Background: an optimization exercise with open tools, aiming at small area. Do not read the settings as production practice.
In this exercise RTL edits were held to simulation tests only and were not proved equivalent to the original.
Power figures rest on the tool's default switching activity, not on a simulated workload.

File: flow/flow/run.sh
#!/bin/bash
# Standard ORFS layout, with the port buffers made from the smallest buffer cell.
set -euo pipefail
export BUFFER_PORTS_ARGS="-buffer_cell sky130_fd_sc_hd__buf_1"
bash standard.sh > flow_make.log 2>&1
File: flow/standard.sh
#!/bin/bash
# synth_recipe.tcl (not shown) runs the flow's synth.tcl, then flattens the netlist and writes it again
# the make line also repeats each setting of config.mk as NAME=value (left out here)
make -C /OpenROAD-flow-scripts/flow DESIGN_CONFIG=/design/flow/config.mk WORK_HOME=/design/flow/orfs CLKGATE_MAP_FILE= SYNTH_SCRIPT=/design/flow/synth_recipe.tcl "${@:-finish}"
File: flow/config.mk
export PLATFORM = sky130hd
export DESIGN_NAME = user_logic
export DESIGN_NICKNAME = user_logic
export VERILOG_FILES = /design/flow/design.v
export SDC_FILE = /design/flow/constraint.sdc
export NUM_CORES = 4
export LEC_CHECK = 0
export CAP_MARGIN = 5
export CORE_MARGIN = 2
export CORE_UTILIZATION = 65
export CTS_CLUSTER_DIAMETER = 100
export CTS_CLUSTER_SIZE = 30
export SLEW_MARGIN = 5
File: flow/constraint.sdc
create_clock -name core_clock -period 4.0 [get_ports {user_clk}]
set_input_delay 0.8000 -clock core_clock [delete_from_list [all_inputs] [get_ports {user_clk}]]
set_output_delay 0.8000 -clock core_clock [all_outputs]
set_load 0.01 [all_outputs]
File: flow/design.v
`timescale 1ns/1ps
package pcie_tlp_pkg;
    typedef enum logic [3:0] {
        REQ_READ  = 4'd0,
        REQ_WRITE = 4'd1
    } tlp_req_e;
    typedef logic [255:0] beat_t;        
    typedef struct packed {
        tlp_req_e    req_type;
        logic [15:0] reg_addr;            
        logic [63:0] payload;
        logic [15:0] requester_id;
        logic [7:0]  tag;
        logic [2:0]  tc;
        logic [6:0]  lower_addr;
        logic [10:0] dw_count;
    } mmio_req_t;
    typedef struct packed {
        logic [15:0] requester_id;
        logic [7:0]  tag;
        logic [2:0]  tc;
        logic [6:0]  lower_addr;
        logic [10:0] dword_count;
        logic [2:0]  status;
    } cpl_hdr_t;
    typedef struct packed {
        tlp_req_e    req_type;
        logic        sop;
        logic        last;
        logic [63:0] addr;
        logic [10:0] dw_count;            
        logic [7:0]  tag;
        logic [2:0]  tc;
        beat_t       payload;
    } rq_req_t;
    typedef struct packed {
        beat_t payload;
        logic  last;
    } rc_beat_t;
    localparam logic [2:0] CPL_STATUS_SC = 3'd0;    
endpackage
`timescale 1ns/1ps
package user_regs_pkg;
    localparam logic [15:0] REG_SCRATCH     = 16'h00;
    localparam logic [15:0] REG_ID          = 16'h04;
    localparam logic [15:0] REG_INT_CTRL    = 16'h08;
    localparam logic [15:0] REG_STATUS      = 16'h0C;
    localparam logic [15:0] REG_DMA_ADDR    = 16'h10;    
    localparam logic [15:0] REG_DMA_CTRL    = 16'h18;
    localparam logic [15:0] REG_DMA_STATUS  = 16'h1C;
    localparam logic [15:0] REG_RT_SRC_ADDR = 16'h20;
    localparam logic [15:0] REG_RT_DST_ADDR = 16'h28;
    localparam logic [15:0] REG_RT_CTRL     = 16'h30;
    localparam logic [15:0] REG_RT_STATUS   = 16'h34;    
    typedef enum logic [1:0] {
        RT_MODE_OFF   = 2'd0,
        RT_MODE_SMALL = 2'd1,
        RT_MODE_LARGE = 2'd2
    } rt_mode_e;
    localparam logic [10:0] RT_SMALL_DWS   = 11'd4;     
    localparam logic [10:0] RT_LARGE_DWS   = 11'd12;    
    localparam logic [63:0] RT_STATUS_DONE = 64'd2;
endpackage
`timescale 1ns/1ps
`timescale 1ns/1ps
`timescale 1ns/1ps
`timescale 1ns/1ps
`timescale 1ns/1ps
module user_logic (
    input  logic                     user_clk,
    input  logic                     user_reset_p,
    input  logic                     cq_valid,
    input  pcie_tlp_pkg::mmio_req_t  cq_req,
    input  logic                     cc_ready,
    output logic                     cc_valid,
    output pcie_tlp_pkg::cpl_hdr_t   cc_hdr,
    output logic [63:0]              cc_data,
    input  logic                     rq_ready,
    output logic                     rq_valid,
    output pcie_tlp_pkg::rq_req_t    rq,
    input  logic                     rc_valid,
    input  pcie_tlp_pkg::rc_beat_t   rc
);
    localparam int NREG = 10;
    function automatic logic [3:0] IDX(input int i);
        case (i)
            0: IDX = 4'd0;   1: IDX = 4'd1;   2: IDX = 4'd2;  3: IDX = 4'd3;
            4: IDX = 4'd4;   5: IDX = 4'd6;   6: IDX = 4'd7;  7: IDX = 4'd8;
            8: IDX = 4'd10;  default: IDX = 4'd12;
        endcase
    endfunction
    localparam int R_SRC  = 7;
    localparam int R_DST  = 8;
    localparam int R_CTRL = 9;
    localparam logic [3:0] IDX_STATUS = 4'd13;
    localparam logic [3:0] IDX_NONE   = 4'd15;
    logic [63:0]     r    [NREG];
    logic [NREG-1:0] rv;
    logic [NREG-1:0] hit;
    logic            hit_status;
    logic            addr_ok;
    logic            wr_req;
    logic            rd_req;
    assign addr_ok    = (cq_req.reg_addr[15:6] == '0) && (cq_req.reg_addr[1:0] == 2'b00);
    assign wr_req     = cq_valid && (cq_req.req_type == pcie_tlp_pkg::REQ_WRITE);
    assign rd_req     = cq_valid && (cq_req.req_type == pcie_tlp_pkg::REQ_READ);
    assign hit_status = addr_ok && (cq_req.reg_addr[5:2] == IDX_STATUS);
    for (genvar i = 0; i < NREG; i++) begin : g_reg
        assign hit[i] = addr_ok && (cq_req.reg_addr[5:2] == IDX(i));
        always_ff @(posedge user_clk or posedge user_reset_p) begin
            if (user_reset_p)
                rv[i] <= 1'b0;
            else if (wr_req && hit[i])
                rv[i] <= 1'b1;
        end
        always_ff @(posedge user_clk) begin
            if (wr_req && hit[i])
                r[i] <= cq_req.payload;
        end
    end
    logic        pending;
    logic        take_req;
    logic        send_cpl;
    logic [3:0]  rd_idx;
    logic [44:0] pend_hdr;
    logic [63:0] rd_data;
    assign take_req = !pending && rd_req;
    assign send_cpl = pending && cc_ready;
    always_ff @(posedge user_clk or posedge user_reset_p) begin
        if (user_reset_p) begin
            pending  <= 1'b0;
            cc_valid <= 1'b0;
        end else begin
            cc_valid <= send_cpl;
            if (take_req)
                pending <= 1'b1;
            else if (send_cpl)
                pending <= 1'b0;
        end
    end
    always_ff @(posedge user_clk) begin
        if (take_req) begin
            rd_idx   <= (hit != '0 || hit_status) ? cq_req.reg_addr[5:2] : IDX_NONE;
            pend_hdr <= cq_req[44:0];
        end
    end
    assign cc_hdr = {pend_hdr, pcie_tlp_pkg::CPL_STATUS_SC};
    logic rt_done;
    logic [NREG-1:0] rsel;
    for (genvar i = 0; i < NREG; i++) begin : g_rsel
        assign rsel[i] = (rd_idx == IDX(i)) && rv[i];
    end
    always_comb begin
        rd_data = '0;
        for (int i = 0; i < NREG; i++)
            rd_data = rd_data | (r[i] & {64{rsel[i]}});
        rd_data[1] = rd_data[1] | ((rd_idx == IDX_STATUS) && rt_done);
    end
    always_ff @(posedge user_clk)
        cc_data <= rd_data;
    logic ctrl_small, ctrl_large, ctrl_off;
    assign ctrl_small = rv[R_CTRL] && (r[R_CTRL] == 64'd1);
    assign ctrl_large = rv[R_CTRL] && (r[R_CTRL] == 64'd2);
    assign ctrl_off   = !rv[R_CTRL] || (r[R_CTRL] == 64'd0);
    logic busy;          
    logic is_write;      
    logic second;        
    logic out_b0;        
    logic out_b1;        
    logic big;
    logic wait_data;     
    logic slot;
    logic rc_done;
    logic rq_accept;
    logic load_read, load_wr0, load_wr1, wr_last;
    logic capture;
    logic [63:0]  addr_q;
    logic [255:0] beat0, beat1;
    assign rq_accept = rq_valid && rq_ready;
    assign wr_last   = !big || second;
    assign load_read = !busy && (ctrl_small || ctrl_large);
    assign load_wr0  = wait_data && rc_done;
    assign load_wr1  = rq_accept && is_write && !wr_last;
    assign capture   = busy && rc_valid && !rc_done;
    always_ff @(posedge user_clk or posedge user_reset_p) begin
        if (user_reset_p) begin
            busy      <= 1'b0;
            rq_valid  <= 1'b0;
            rt_done   <= 1'b0;
            wait_data <= 1'b0;
            is_write  <= 1'b0;
            second    <= 1'b0;
            out_b0    <= 1'b0;
            out_b1    <= 1'b0;
            big     <= 1'b0;
            slot      <= 1'b0;
            rc_done   <= 1'b0;
        end else begin
            if (load_read) begin
                busy     <= 1'b1;
                rq_valid <= 1'b1;
                is_write <= 1'b0;
                second   <= 1'b0;
                out_b0   <= 1'b0;
                out_b1   <= 1'b0;
                big    <= ctrl_large;
            end
            if (rq_accept && !is_write) begin
                rq_valid  <= 1'b0;
                wait_data <= 1'b1;
            end
            if (load_wr0) begin
                wait_data <= 1'b0;
                rq_valid  <= 1'b1;
                is_write  <= 1'b1;
                out_b0    <= 1'b1;
            end
            if (load_wr1) begin
                second <= 1'b1;
                out_b0 <= 1'b0;
                out_b1 <= 1'b1;
            end
            if (rq_accept && is_write && wr_last) begin
                rq_valid <= 1'b0;
                rt_done  <= 1'b1;
            end
            if (rt_done && ctrl_off) begin
                rt_done <= 1'b0;
                busy    <= 1'b0;
            end
            if (!busy) begin
                slot    <= 1'b0;
                rc_done <= 1'b0;
            end else if (capture) begin
                if (rc.last)
                    rc_done <= 1'b1;
                else
                    slot <= 1'b1;
            end
        end
    end
    always_ff @(posedge user_clk) begin
        if (load_read || load_wr0)
            addr_q <= load_read ? (rv[R_SRC] ? r[R_SRC] : '0)
                                : (rv[R_DST] ? r[R_DST] : '0);
        if (capture && !slot)
            beat0 <= rc.payload;
        if (capture && slot)
            beat1 <= rc.payload;
    end
    always_comb begin
        rq.req_type = is_write ? pcie_tlp_pkg::REQ_WRITE : pcie_tlp_pkg::REQ_READ;
        rq.sop      = !second;
        rq.last     = !is_write || wr_last;
        rq.addr     = addr_q;
        rq.dw_count = big ? user_regs_pkg::RT_LARGE_DWS : user_regs_pkg::RT_SMALL_DWS;
        rq.tag      = is_write ? 8'd2 : 8'd1;
        rq.tc       = 3'd0;
        rq.payload  = (beat0 & {256{out_b0}}) | (beat1 & {256{out_b1}});
    end
endmodule
==> reports/metrics.yaml <==
sta:
  slew_violations: 0
  holdWs_ns: 0.286
  clock.fmax_mhz: 288
  fin_crit_sh_pct: 86.7
  finClkSkew_ns: 0.0503
  tightest_slew_ns: 1.18
  slew_headroom_pct: 21.0
  final-setup-viol-count: 0
  grt_setup_unrepaired: "no"
  hold_viol_final: 0
  min_period_ns: 3.47
clock_network:
  post_cts_buffers: 0
  clkLatencyLatePin_ns: 0.69
  cts.htree.levels: 2
  holdBufCountCts: 0
  clkTransAtPathRegs_ns: 0.11
  cts_made_buffers: 51
  clock-sinks: 1351
  cts_root_buffer: "clkbuf_16"
  cts_tree: "built"
  clockBufferDepth: 3
  ctsResizeCount: 0
routing:
  drc: 0
  drt_first_iter_violations: 3941
  first_pass_iters: 6
  wl_per_cell_um: 32.7
  antenna_left: 0
  finalWirelength_um: 137000
  vias: 27900
  viasPerCell: 6.66
critical_path:
  slowest_stage: "dfrtp_4"
  worst-path-buf-inv: 2
  cp_top_family: "flip-flops"
  reg2reg_to: "addr_q[61]$_DFFE_PP_"
  reg2reg_from: "r[9][21]$_DFFE_PP_"
  worst-setup-path-type: "flop to primary output"
  startpoint_type: "flop"
  worst_setup_path_end_kind: "primary output"
  regToRegSetupSlack_ns: 0.64
  r2r_cells: 6
  path_cells: "buf_4 -> a22o_1 -> buf_1"
  cp.required_ns: 3.20
  arrival_ns: 2.67
  max_stage_delay_ns: 0.94
  critPathMaxFanout: 51
synth:
  synth_top_area_cell: "edfxtp_1"
  ys_seq_area_share_pct: 84.2
  synth_edf_count: 1265
  ys_warn_count: 2
  synth-main-ff-cell: "edfxtp_1"
  synth.distinct_cells: 44
  synth_area_um2: 47300
  syn_avg_cell_area_um2: 19.9
  async_flop_share_pct: 1.63
  synth_top_area_share_pct: 80.3
  synthCells: 2371
  ys_ff_latch: 1351
  yosys-top-cells-area: "edfxtp_1 80%, a22o_1 6.9%, a22oi_1 3.4%, dfxtp_1 2.7%, dfrtp_1 1.2%"
cells_and_area:
  syn_to_final_growth_pct: 13.0
  final_cell_count_no_fill: 4182
  drive_above_1_share_pct: 5.23
  filler_cell_count: 4394
  utilization_pct: 74.5
  final_nets: 3564
place:
  place_inst: 4069
  place_congestion: 0.976
  dp_hpwl_um: 94400
  io_buffers: 828
pwr:
  powerDensity_nw_per_um2: 416
  p_leak_nw: 16.5
  ir_drop_mv: 0.528
die:
  die-height_um: 274
  fp.dieArea_um2: 74900
  rows: 98
  die_x_um: 274
  start_util_pct: 65.9
  io_pins: 854
  core_area_um2: 71700
grt:
  grt_pass1_wl_um: 188000
  grt_pass1_vias: 26400
  grt_start_max_net_pins: 79
  antenna_found_initial: 38
  grt.total_usage_pct: 35.6
  grt-ovfl-total: 0
hold_path:
  min_path_cells: 1
  min_from: "cq_req[29]"
  holdPathEnd: "pend_hdr[29]$_DFFE_PP_"
  hold_class: "primary input to flop"
run:
  max_cap_viol_count: 0
outcome:
  status: "finished clean"
==> worst max-delay path by stage <==
stage          cells past startpoint                from                  to  slack [ns]
3_3_place_gp                       7            cq_valid  r[8][22]$_DFFE_PP_        0.65
2_1_floorplan                      1            rc_valid  beat0[0]$_DFFE_PP_       -5.43
5_1_grt                            3  second$_DFFE_PP0P_              rq[45]        0.41
4_1_cts                            3  second$_DFFE_PP0P_              rq[37]        0.57
3_5_place_dp                       7            cq_valid  r[8][22]$_DFFE_PP_        0.55
6_report                           3  second$_DFFE_PP0P_              rq[37]        0.53
==> stage by stage <==
stage	setup TNS [ns]	worst slack, ns	total power, mW	area (um^2)
finish	0	0.533	22.2	53500
global route	0	0.408	22.8	53500
global placement	0	0.647	16.0	51900
detailed placement	0	0.549	16.1	51900
floorplan	-1551.71	-5.43	15.8	47600
CTS	0	0.566	22.3	53400
==> placed cells by master (no fill, tap or decap), types with 2 or more instances in the layout <==
cell type | synthesis | final
a21o_1 | 3 | 3
nand4b_1 | 11 | 11
and4_2 | 0 | 3
conb_1 | 2 | 25
nor3b_4 | 0 | 2
clkinv_8 | 0 | 2
nor4_4 | 1 | 7
or2_2 | 12 | 12
diode_2 | 0 | 17
buf_1 | 30 | 828
nand4_1 | 56 | 56
edfxtp_1 | 1265 | 1265
nand2_1 | 23 | 22
nor3_1 | 5 | 2
inv_1 | 8 | 8
dfxtp_1 | 64 | 64
nand3_1 | 3 | 2
nor2b_4 | 0 | 2
nor2_1 | 9 | 8
and4_1 | 5 | 2
and3_2 | 0 | 8
nor4_1 | 22 | 16
clkbuf_1 | 88 | 41
dfrtp_4 | 0 | 2
nor2b_1 | 10 | 8
a21oi_1 | 6 | 6
buf_4 | 29 | 39
o21ai_0 | 2 | 2
a221oi_1 | 52 | 52
clkbuf_16 | 0 | 51
nand2b_1 | 7 | 7
dfrtp_1 | 22 | 20
nor3_4 | 0 | 3
buf_12 | 0 | 28
a22o_1 | 373 | 373
a22oi_1 | 214 | 214
==> sequential cells by signal, summed over array words and instances, names as in the netlist <==
| register | count |
|---|---|
| beat1 | 256 |
| cc_data | 64 |
| addr_q | 64 |
| pending | 1 |
| rt_done | 1 |
| busy | 1 |
| is_write | 1 |
| wait_data | 1 |
| pend_hdr | 45 |
| rv | 10 |
| big | 1 |
| beat0 | 256 |
| rc_done | 1 |
| slot | 1 |
| rd_idx | 4 |
| out_b0 | 1 |
| second | 1 |
| cc_valid | 1 |
| r | 640 |
| rq_valid | 1 |
==> power breakdown <==
part	internal (mW)	switching (mW)
clock network	2.50	4.00
registers	15.4	0.00391
logic	0.0938	0.244
==> kinds of logic (layout without fill, tap and decap cells) <==
logic type	Yosys count	in the layout	synth area share, %
AOI/OAI and AO/OA	658	658	11.5
xor gates and xnor gates	1	1	0.0185
buffers and inverters	178	999	1.88
DFF	1351	1351	84.2
other	2	42	0.0159
and+or+nand+nor	181	181	2.36
==> metal layers <==
| metal | track usage, % | part of all wire, % | vias up |
|---|---|---|---|
| met3 | 11.5 | 13 | 209 |
| met1 | 48.4 | 35 | 14300 |
| li1 | - | - | 11500 |
| met2 | 55.7 | 48 | 1848 |
| met4 | 11.1 | 3.1 | 32 |
| met5 | 0 | 0.15 | - |
==> cell type report <==
class	count	area, um^2	share of cell area [%]
clock buffers	92	1430	2.67
well taps	950	1190	2.22
inverters	8	30.0	0.0562
flip-flops and latches	1351	39800	74.5
clock inverters	4	82.6	0.154
repair buffers	895	3960	7.41
multi-input cells	865	6910	12.9
diodes	17	42.5	0.0796
==> cells in the mapped netlist, types with 5 or more instances <==
cell and instances:
edfxtp_1 1265, a22o_1 373, a22oi_1 214, clkbuf_1 88, dfxtp_1 64, nand4_1 56
a221oi_1 52, buf_1 30, buf_4 29, nand2_1 23, dfrtp_1 22, nor4_1 22
buf_6 13, or2_2 12, nand4b_1 11, buf_2 10, nor2b_1 10, nor2_1 9
and3_1 8, inv_1 8, nand2b_1 7, a21oi_1 6, and4_1 5, nor3_1 5

==> port drivers added, routing unchanged <==
In the flow no input, the clock included, has a driving cell. The finished layout below was timed again as built, in two steps.
Step 1 sets driving cells, clkbuf_16 on the clock port and buf_2 on the other inputs (assumed; they add their load-dependent delay and slew).
Step 2 moves the port delays by t, midway between the first and last clock arrival at a register: inputs arrive t later, outputs are due t later. That takes back most of the time a late clock gives input paths.
Three values: ideal, step 1, step 2; two values: the first two.
t (ns): 0.730
slack for setup (ns): 0.533 / 0.466 / 0.478
worst slew at a driven data input, ns: 0.19
cell pins on the clock port's net: 1
After both steps this run still meets setup and hold. For this run, drivers alone change the setup slack by -0.067 ns; drivers and shift together by -0.055 ns.
